Source: an optimization exercise on an open RTL-to-GDS flow (aim: small area, a short achievable clock period and few clock cycles per item). Production flows keep margins and buffers that such runs may drop.
The RTL was checked by simulation tests, not by an equivalence proof against the original design.
Power is estimated from default activity; no workload was simulated.

--- design/flow/run.sh ---
#!/bin/bash
# synth_recipe.tcl (not shown) runs the flow's synth.tcl, then flattens the netlist and writes it again
# the make line also repeats each setting of config.mk as NAME=value (left out here)
make -C /OpenROAD-flow-scripts/flow DESIGN_CONFIG=/design/flow/config.mk WORK_HOME=/design/flow/orfs CLKGATE_MAP_FILE= SYNTH_SCRIPT=/design/flow/synth_recipe.tcl finish
--- design/flow/constraint.sdc ---
create_clock -name core_clock -period 8.0 [get_ports {clk}]
set_input_delay 1.6000 -clock core_clock [delete_from_list [all_inputs] [get_ports {clk}]]
set_output_delay 1.6000 -clock core_clock [all_outputs]
set_load 0.01 [all_outputs]
--- design/flow/design.v ---
`default_nettype none
package srs_pkg;
	localparam int MAX_RECORDS = 64;
	localparam int CNT_W       = $clog2(MAX_RECORDS + 1);
	localparam int IDX_W       = $clog2(MAX_RECORDS);
	localparam int ID_W    = 34;
	localparam int SCORE_W = 7;
	localparam int AGE_W   = 7;
	typedef struct packed {
		logic [ID_W-1:0]    id;
		logic [SCORE_W-1:0] score;
		logic [AGE_W-1:0]   age;
	} rec_t;
	localparam int REC_W = ID_W + SCORE_W + AGE_W;
	typedef enum logic [2:0] {
		ST_LOAD,
		ST_CLOSE,
		ST_RD0,
		ST_FIRST,
		ST_CMP,
		ST_TAIL,
		ST_DRAIN_RD,
		ST_DRAIN
	} state_t;
	typedef struct packed {
		logic store_in;
		logic clear_set;
		logic pass_init;
		logic rd_first;
		logic take_first;
		logic cmp_step;
		logic tail_write;
		logic drain_start;
		logic drain_load;
	} cmd_t;
	typedef struct packed {
		logic n_zero;
		logic n_lt2;
		logic k_at_end;
		logic end_is_one;
		logic drain_at_end;
		logic out_free;
	} status_t;
endpackage
`default_nettype wire
`default_nettype none
module srs_ram #(
	parameter int WIDTH = 8,
	parameter int DEPTH = 16
) (
	input  wire logic                     clk,
	input  wire logic                     we,
	input  wire logic [$clog2(DEPTH)-1:0] waddr,
	input  wire logic [WIDTH-1:0]         wdata,
	input  wire logic                     re,
	input  wire logic [$clog2(DEPTH)-1:0] raddr,
	output      logic [WIDTH-1:0]         rdata
);
	logic [WIDTH-1:0] mem_q [DEPTH];
	always_ff @(posedge clk) begin
		if (we) begin
			mem_q[waddr] <= wdata;
		end
		if (re) begin
			rdata <= mem_q[raddr];
		end
	end
endmodule
`default_nettype wire
`default_nettype none
module srs_ctrl (
	input  wire logic              clk,
	input  wire logic              arst_n,
	input  wire logic              in_valid,
	input  wire logic              in_is_last,
	input  wire srs_pkg::status_t  status,
	output      logic              in_ready,
	output      srs_pkg::cmd_t     cmd
);
	srs_pkg::state_t state_q, state_d;
	logic            accept;
	assign accept = in_valid && (state_q == srs_pkg::ST_LOAD);
	always_ff @(posedge clk or negedge arst_n) begin
		if (!arst_n) begin
			state_q <= srs_pkg::ST_LOAD;
		end else begin
			state_q <= state_d;
		end
	end
	always_comb begin
		state_d = state_q;
		unique case (state_q)
			srs_pkg::ST_LOAD: begin
				if (accept && in_is_last) state_d = srs_pkg::ST_CLOSE;
			end
			srs_pkg::ST_CLOSE: begin
				priority if (status.n_zero) state_d = srs_pkg::ST_LOAD;
				else if (status.n_lt2)      state_d = srs_pkg::ST_DRAIN_RD;
				else                        state_d = srs_pkg::ST_RD0;
			end
			srs_pkg::ST_RD0:   state_d = srs_pkg::ST_FIRST;
			srs_pkg::ST_FIRST: state_d = srs_pkg::ST_CMP;
			srs_pkg::ST_CMP: begin
				if (status.k_at_end) state_d = srs_pkg::ST_TAIL;
			end
			srs_pkg::ST_TAIL: begin
				state_d = status.end_is_one ? srs_pkg::ST_DRAIN_RD : srs_pkg::ST_RD0;
			end
			srs_pkg::ST_DRAIN_RD: state_d = srs_pkg::ST_DRAIN;
			srs_pkg::ST_DRAIN: begin
				if (status.out_free && status.drain_at_end) state_d = srs_pkg::ST_LOAD;
			end
			default: state_d = srs_pkg::ST_LOAD;
		endcase
	end
	always_comb begin
		cmd      = '0;
		in_ready = 1'b0;
		unique case (state_q)
			srs_pkg::ST_LOAD: begin
				in_ready     = 1'b1;
				cmd.store_in = accept;
			end
			srs_pkg::ST_CLOSE: begin
				cmd.clear_set = status.n_zero;
				cmd.pass_init = !status.n_zero && !status.n_lt2;
			end
			srs_pkg::ST_RD0:      cmd.rd_first    = 1'b1;
			srs_pkg::ST_FIRST:    cmd.take_first  = 1'b1;
			srs_pkg::ST_CMP:      cmd.cmp_step    = 1'b1;
			srs_pkg::ST_TAIL:     cmd.tail_write  = 1'b1;
			srs_pkg::ST_DRAIN_RD: cmd.drain_start = 1'b1;
			srs_pkg::ST_DRAIN:    cmd.drain_load  = 1'b1;
			default: cmd = '0;
		endcase
	end
endmodule
`default_nettype wire
`default_nettype none
module srs_dp (
	input  wire logic              clk,
	input  wire logic              arst_n,
	input  wire srs_pkg::cmd_t     cmd,
	output      srs_pkg::status_t  status,
	input  wire logic [srs_pkg::ID_W-1:0]    in_record_id,
	input  wire logic [srs_pkg::SCORE_W-1:0] in_score,
	input  wire logic [srs_pkg::AGE_W-1:0]   in_age_value,
	input  wire logic              out_ready,
	output      logic              out_valid,
	output      logic [srs_pkg::ID_W-1:0]    out_id,
	output      logic [srs_pkg::SCORE_W-1:0] out_score,
	output      logic [srs_pkg::AGE_W-1:0]   out_age,
	output      logic              out_last,
	output      logic              out_overflow
);
	localparam int CW = srs_pkg::CNT_W;
	localparam int IW = srs_pkg::IDX_W;
	logic [CW-1:0]     record_count_q;
	logic              dropped_q;
	logic [IW-1:0]     k_q;
	logic [IW-1:0]     end_q;
	logic [IW-1:0]     drain_idx_q;
	srs_pkg::rec_t     carry_q;
	logic              out_valid_q;
	srs_pkg::rec_t     out_rec_q;
	logic              out_last_q;
	logic              out_ovf_q;
	logic              full;
	logic              swap;
	logic              drain_take;
	logic              set_done;
	srs_pkg::rec_t     in_rec;
	srs_pkg::rec_t     rdata;
	logic              ram_we;
	logic [IW-1:0]     ram_waddr;
	srs_pkg::rec_t     ram_wdata;
	logic              ram_re;
	logic [IW-1:0]     ram_raddr;
	assign in_rec = {in_record_id, in_score, in_age_value};
	assign full = (record_count_q == CW'(srs_pkg::MAX_RECORDS));
	assign swap = (carry_q.score > rdata.score);
	assign status.n_zero       = (record_count_q == '0);
	assign status.n_lt2        = (record_count_q < CW'(2));
	assign status.k_at_end     = (k_q == end_q);
	assign status.end_is_one   = (end_q == IW'(1));
	assign status.drain_at_end = ((CW'(drain_idx_q) + CW'(1)) == record_count_q);
	assign status.out_free     = !out_valid_q || out_ready;
	assign drain_take = cmd.drain_load && status.out_free;
	assign set_done   = cmd.clear_set || (drain_take && status.drain_at_end);
	always_comb begin
		ram_re    = 1'b0;
		ram_raddr = '0;
		priority if (cmd.rd_first || cmd.drain_start) begin
			ram_re = 1'b1;
		end else if (cmd.take_first) begin
			ram_re    = 1'b1;
			ram_raddr = k_q;
		end else if (cmd.cmp_step && !status.k_at_end) begin
			ram_re    = 1'b1;
			ram_raddr = k_q + IW'(1);
		end else if (drain_take && !status.drain_at_end) begin
			ram_re    = 1'b1;
			ram_raddr = drain_idx_q + IW'(1);
		end else begin
			ram_re = 1'b0;
		end
	end
	always_comb begin
		ram_we    = 1'b0;
		ram_waddr = '0;
		ram_wdata = in_rec;
		priority if (cmd.store_in && !full) begin
			ram_we    = 1'b1;
			ram_waddr = record_count_q[IW-1:0];
		end else if (cmd.cmp_step) begin
			ram_we    = 1'b1;
			ram_waddr = k_q - IW'(1);
			ram_wdata = swap ? rdata : carry_q;
		end else if (cmd.tail_write) begin
			ram_we    = 1'b1;
			ram_waddr = end_q;
			ram_wdata = carry_q;
		end else begin
			ram_we = 1'b0;
		end
	end
	srs_ram #(
		.WIDTH (srs_pkg::REC_W),
		.DEPTH (srs_pkg::MAX_RECORDS)
	) u_store (
		.clk   (clk),
		.we    (ram_we),
		.waddr (ram_waddr),
		.wdata (ram_wdata),
		.re    (ram_re),
		.raddr (ram_raddr),
		.rdata (rdata)
	);
	always_ff @(posedge clk or negedge arst_n) begin
		if (!arst_n) begin
			record_count_q <= '0;
			dropped_q      <= 1'b0;
			k_q            <= '0;
			end_q          <= '0;
			drain_idx_q    <= '0;
			out_valid_q    <= 1'b0;
		end else begin
			if (set_done) begin
				record_count_q <= '0;
				dropped_q      <= 1'b0;
			end else if (cmd.store_in) begin
				if (full) dropped_q <= 1'b1;
				else record_count_q <= record_count_q + CW'(1);
			end
			if (cmd.rd_first) begin
				k_q <= IW'(1);
			end else if (cmd.cmp_step && !status.k_at_end) begin
				k_q <= k_q + IW'(1);
			end
			if (cmd.pass_init) begin
				end_q <= IW'(record_count_q - CW'(1));
			end else if (cmd.tail_write) begin
				end_q <= end_q - IW'(1);
			end
			if (cmd.drain_start) begin
				drain_idx_q <= '0;
			end else if (drain_take && !status.drain_at_end) begin
				drain_idx_q <= drain_idx_q + IW'(1);
			end
			if (drain_take) begin
				out_valid_q <= 1'b1;
			end else if (out_ready) begin
				out_valid_q <= 1'b0;
			end
		end
	end
	always_ff @(posedge clk) begin
		if (cmd.take_first) begin
			carry_q <= rdata;
		end else if (cmd.cmp_step) begin
			carry_q <= swap ? carry_q : rdata;
		end
		if (drain_take) begin
			out_rec_q  <= rdata;
			out_last_q <= status.drain_at_end;
			out_ovf_q  <= dropped_q;
		end
	end
	assign out_valid    = out_valid_q;
	assign out_id       = out_rec_q.id;
	assign out_score    = out_rec_q.score;
	assign out_age      = out_rec_q.age;
	assign out_last     = out_last_q;
	assign out_overflow = out_ovf_q;
endmodule
`default_nettype wire
`default_nettype none
module stable_record_sorter (
	input  wire logic        clk,
	input  wire logic        arst_n,
	input  wire logic        in_valid,
	output      logic        in_ready,
	input  wire logic [33:0] in_record_id,
	input  wire logic [6:0]  in_score,
	input  wire logic [6:0]  in_age_value,
	input  wire logic        in_is_last,
	output      logic        out_valid,
	input  wire logic        out_ready,
	output      logic [33:0] out_id,
	output      logic [6:0]  out_score,
	output      logic [6:0]  out_age,
	output      logic        out_last,
	output      logic        out_overflow
);
	srs_pkg::cmd_t    cmd;
	srs_pkg::status_t status;
	srs_ctrl u_ctrl (
		.clk        (clk),
		.arst_n     (arst_n),
		.in_valid   (in_valid),
		.in_is_last (in_is_last),
		.status     (status),
		.in_ready   (in_ready),
		.cmd        (cmd)
	);
	srs_dp u_dp (
		.clk          (clk),
		.arst_n       (arst_n),
		.cmd          (cmd),
		.status       (status),
		.in_record_id (in_record_id),
		.in_score     (in_score),
		.in_age_value (in_age_value),
		.out_ready    (out_ready),
		.out_valid    (out_valid),
		.out_id       (out_id),
		.out_score    (out_score),
		.out_age      (out_age),
		.out_last     (out_last),
		.out_overflow (out_overflow)
	);
endmodule
`default_nettype wire
--- design/flow/config.mk ---
export PLATFORM = sky130hd
export DESIGN_NAME = stable_record_sorter
export DESIGN_NICKNAME = stable_record_sorter
export VERILOG_FILES = /design/flow/design.v
export SDC_FILE = /design/flow/constraint.sdc
export NUM_CORES = 4
export LEC_CHECK = 0
export CAP_MARGIN = 20
export CORE_MARGIN = 2
export CORE_UTILIZATION = 40
export SLEW_MARGIN = 20
==> summary.txt <==
[cell usage in the layout (no fill, tap or decap), types with 179 or more instances in the layout]
cell	instances
a31oi_1	218
nand2_1	2740
a311oi_1	180
a21oi_1	226
and3_1	296
clkbuf_16	335
mux2i_1	179
edfxtp_1	3218
nand3_1	890
buf_4	234
[Yosys cell counts, types with 14 or more instances]
master	number
a311oi_1	180
buf_4	24
nor4_1	41
ha_1	14
nand3_1	890
a22oi_1	83
buf_1	81
nor2_1	126
nor3_1	34
o22ai_1	68
buf_2	261
xor2_1	14
nand2b_1	14
or3_1	18
clkbuf_1	253
nand2_1	2746
a31oi_1	219
a222oi_1	46
o21ai_0	55
edfxtp_1	3218
xnor2_1	27
mux2i_1	179
and3_1	296
a21oi_1	226
dfrtp_1	30
a32oi_1	72
inv_1	65
o221ai_1	22
[power by group]
part           leakage (nW)  switching, mW  internal [mW]
clock                  4.95           6.52           8.31
combinational          14.9           15.4           5.38
sequential             29.5          0.651           23.5
[final timing paths]
kind | startpoint | to | slack [ns] | depth (start not counted)
max | out_ready | u_dp.u_store.rdata[32] | 1.96 | 14
min | u_dp.u_store.rdata[30] | u_dp.carry_q[30] | 0.55 | 0
max reg2reg | u_ctrl.state_q[0] | u_dp.u_store.rdata[32] | 2.20 | 13
min reg2reg | u_dp.u_store.rdata[30] | u_dp.carry_q[30] | 0.55 | 0
max in group asynchronous | arst_n | u_dp.drain_idx_q[5] | 6.55 | 2
min in group asynchronous | arst_n | u_dp.end_q[0] | 1.12 | 2
[logic make-up after synthesis]
kind of cell,count (synthesis),share of synthesized area (%)
AOI/OAI and AO/OA,1057,5.775
and+or+nand+nor,4218,14.08
muxes,183,1.466
DFF,3248,75.87
xor gates and xnor gates,41,0.2798
buffers and inverters,692,2.389
adders and majority gates,14,0.1365
[cell type report]
class                           count  area, sq um
Tap cell                         4180         5230
Clock inverter                    170         1444
Fill cell                       27610       172600
Multi-Input combinational cell   5513        28610
Antenna cell                        2        5.005
Sequential cell                  3248        97380
Inverter                           66        250.2
Clock buffer                      419         8708
Timing Repair Buffer              414         4307
[sequential cells by signal (all words and copies together), names as in the netlist]
name                 cells
u_dp.u_store.rdata      48
u_dp.carry_q            48
u_dp.out_rec_q          48
u_dp.end_q               6
u_ctrl.state_q           3
u_dp.k_q                 6
u_dp.out_ovf_q           1
u_dp.record_count_q      7
u_dp.u_store.mem_q    3072
u_dp.dropped_q           1
u_dp.out_valid_q         1
u_dp.drain_idx_q         6
u_dp.out_last_q          1
[layer usage]
layer  vias to the layer above  global-route usage [%]
li1                      35400                       -
met1                     42900                   34.52
met2                      5100                   38.98
met3                       756                   4.673
met4                         2                   9.112
met5                         -                       0
[metrics by stage]
stage / area (sq um) / std cells / setup slack [ns]
2_1_floorplan: 128400 / 9453 / 2.193
3_3_place_gp: 135800 / 13420 / 1.219
3_5_place_dp: 135800 / 13420 / 1.168
4_1_cts: 145900 / 14010 / 2.091
5_1_grt: 145900 / 14010 / 1.867
6_report: 145900 / 14010 / 1.955
==> results_dict.tcl <==
set metrics [dict create \
    htreeDepth 5 \
    synthArstFlopShare_pct 0.9236 \
    grtUsageTotal_pct 24.86 \
    die_height_um 570.5 \
    path_cells "clkdlybuf4s50_1 > nand2b_1 > nand2b_1 > inv_4 > nand2_1 > o21ai_4 > buf_12 > buf_12 > mux2i_1 > a22oi_1 > a22oi_1 > a21oi_1 > nor2_1 > o211ai_1" \
    utilization_pct 45.81 \
    die_area_sq_mm 0.3254 \
    syn-num-nets 9520 \
    coreArea_sq_mm 0.3186 \
    cp_max_fo 96 \
    syn_area_sq_mm 0.1284 \
    antenna_found_initial 11 \
    status "no timing/DRC/antenna violations" \
    drc 0 \
    path_buf_inv 4 \
    fin_crit_sh_pct 75.56 \
    crit_arrival_ns 6.65 \
    std_cell_rows 207 \
    setup_viol 0 \
    p_per_area_mw_per_mm2 409.3 \
    post_cts_buffers 0 \
    top_layer_used "met5" \
    avgSynthCellArea_sq_um 13.58 \
    tightest_slew_ns 1.120 \
    cts_tree "built" \
    grt_pass1_vias 78110 \
    gp_congestion 0.8501 \
    post-dp-hpwl_mm 222.0 \
    end_kind "flop" \
    power_mw 59.74 \
    ys_seq_area_share_pct 75.87 \
    synthTopCellsByArea "edfxtp_1 (75%), nand2_1 (8.0%), nand3_1 (3.5%), and3_1 (1.4%), mux2i_1 (1.4%)" \
    crit_family "buffers and inverters" \
    via_per_inst 6.006 \
    slew_headroom_pct 25.07 \
    dr_wl_met3_mm 45.93 \
    crit_type "in2reg" \
    path_clk_slew_ns 0.06 \
    cts_buffers 328 \
    die_x_um 570.5 \
    ant_nets 0 \
    wl_per_cell_um 29.67 \
    port_buffers 104 \
    drv_cap 0 \
    start_util_pct 40.29 \
    drt-initial-drc-count 13160 \
    wl_met2_mm 191.3 \
    ctsHoldBuffers 0 \
    clk_latency_ns 0.92 \
    ys.flop_type "edfxtp_1" \
    drt_pass1_iterations 8 \
    netlist_instances 9453 \
    overflow 0 \
    met1_length_mm 162.2 \
    timing_hold_violations_final 0 \
    finalCriticalPeriod_ns 6.045 \
    post_cts_resized 0 \
    grt_max_degree 160 \
    area_growth_pct 13.70 \
    drive_above_1_share_pct 8.739 \
    slowest_delay_ns 0.90 \
    grt_setup_unrepaired "no" \
    synth_edf_count 3218 \
    clockBufferDepth 4 \
    ys_ff_latch 3248 \
    cp_slowest_cell "o21ai_4" \
    max_freq_ghz 0.1654 \
    hold_path_class "reg2reg" \
    synth.yosys.warnings 3 \
    routed_wl_mm 415.8 \
    synth_cell_types 68 \
    cts.sinks 3248 \
    hold_ws_ns 0.5547 \
    clock_skew_ns 0.07713 \
    layout.nets 9638 \
    yosys.area.top_type "edfxtp_1" \
    root_buffer "clkbuf_16" \
    cp-start-kind "input pin" \
    p_leak_nw 49.37 \
    io_pins 105 \
    setup_tns_ns 0 \
    dr_total_vias 84160 \
    yosysTopAreaCellShare_pct 75.29 \
    worstPathRequired_ns 8.60 \
    slew_viol_final 0 \
    irDropWorstVdd_mv 0.4674 \
    grt_pass1_wl_mm 584.4 \
]
Testbench counts, summed over its fixed seeds: cycles 47,598, items 1,823.

-- separate check: timing with driven ports --
Ports are ideal in the flow. The routed layout listed here was re-timed in OpenROAD. Step 1 sets driving cells, clkbuf_16 on the clock port and buf_2 on the other inputs (assumed; they add their load-dependent delay and slew). Step 2 also shifts input and output timing later by t, the mid clock arrival at the registers, as if the neighbouring blocks saw the same clock. Three values: no drivers, after step 1, after step 2; two values: the first two.
t, ns: 0.981
setup WS [ns]: 1.955 / 2.025 / 1.044
worst setup path after step 2: input to register
pins driven straight from the clock port: 1
After both steps setup and hold are still met in this run. The setup slack of this run moves by +0.070 ns with the drivers and by -0.911 ns with both steps.
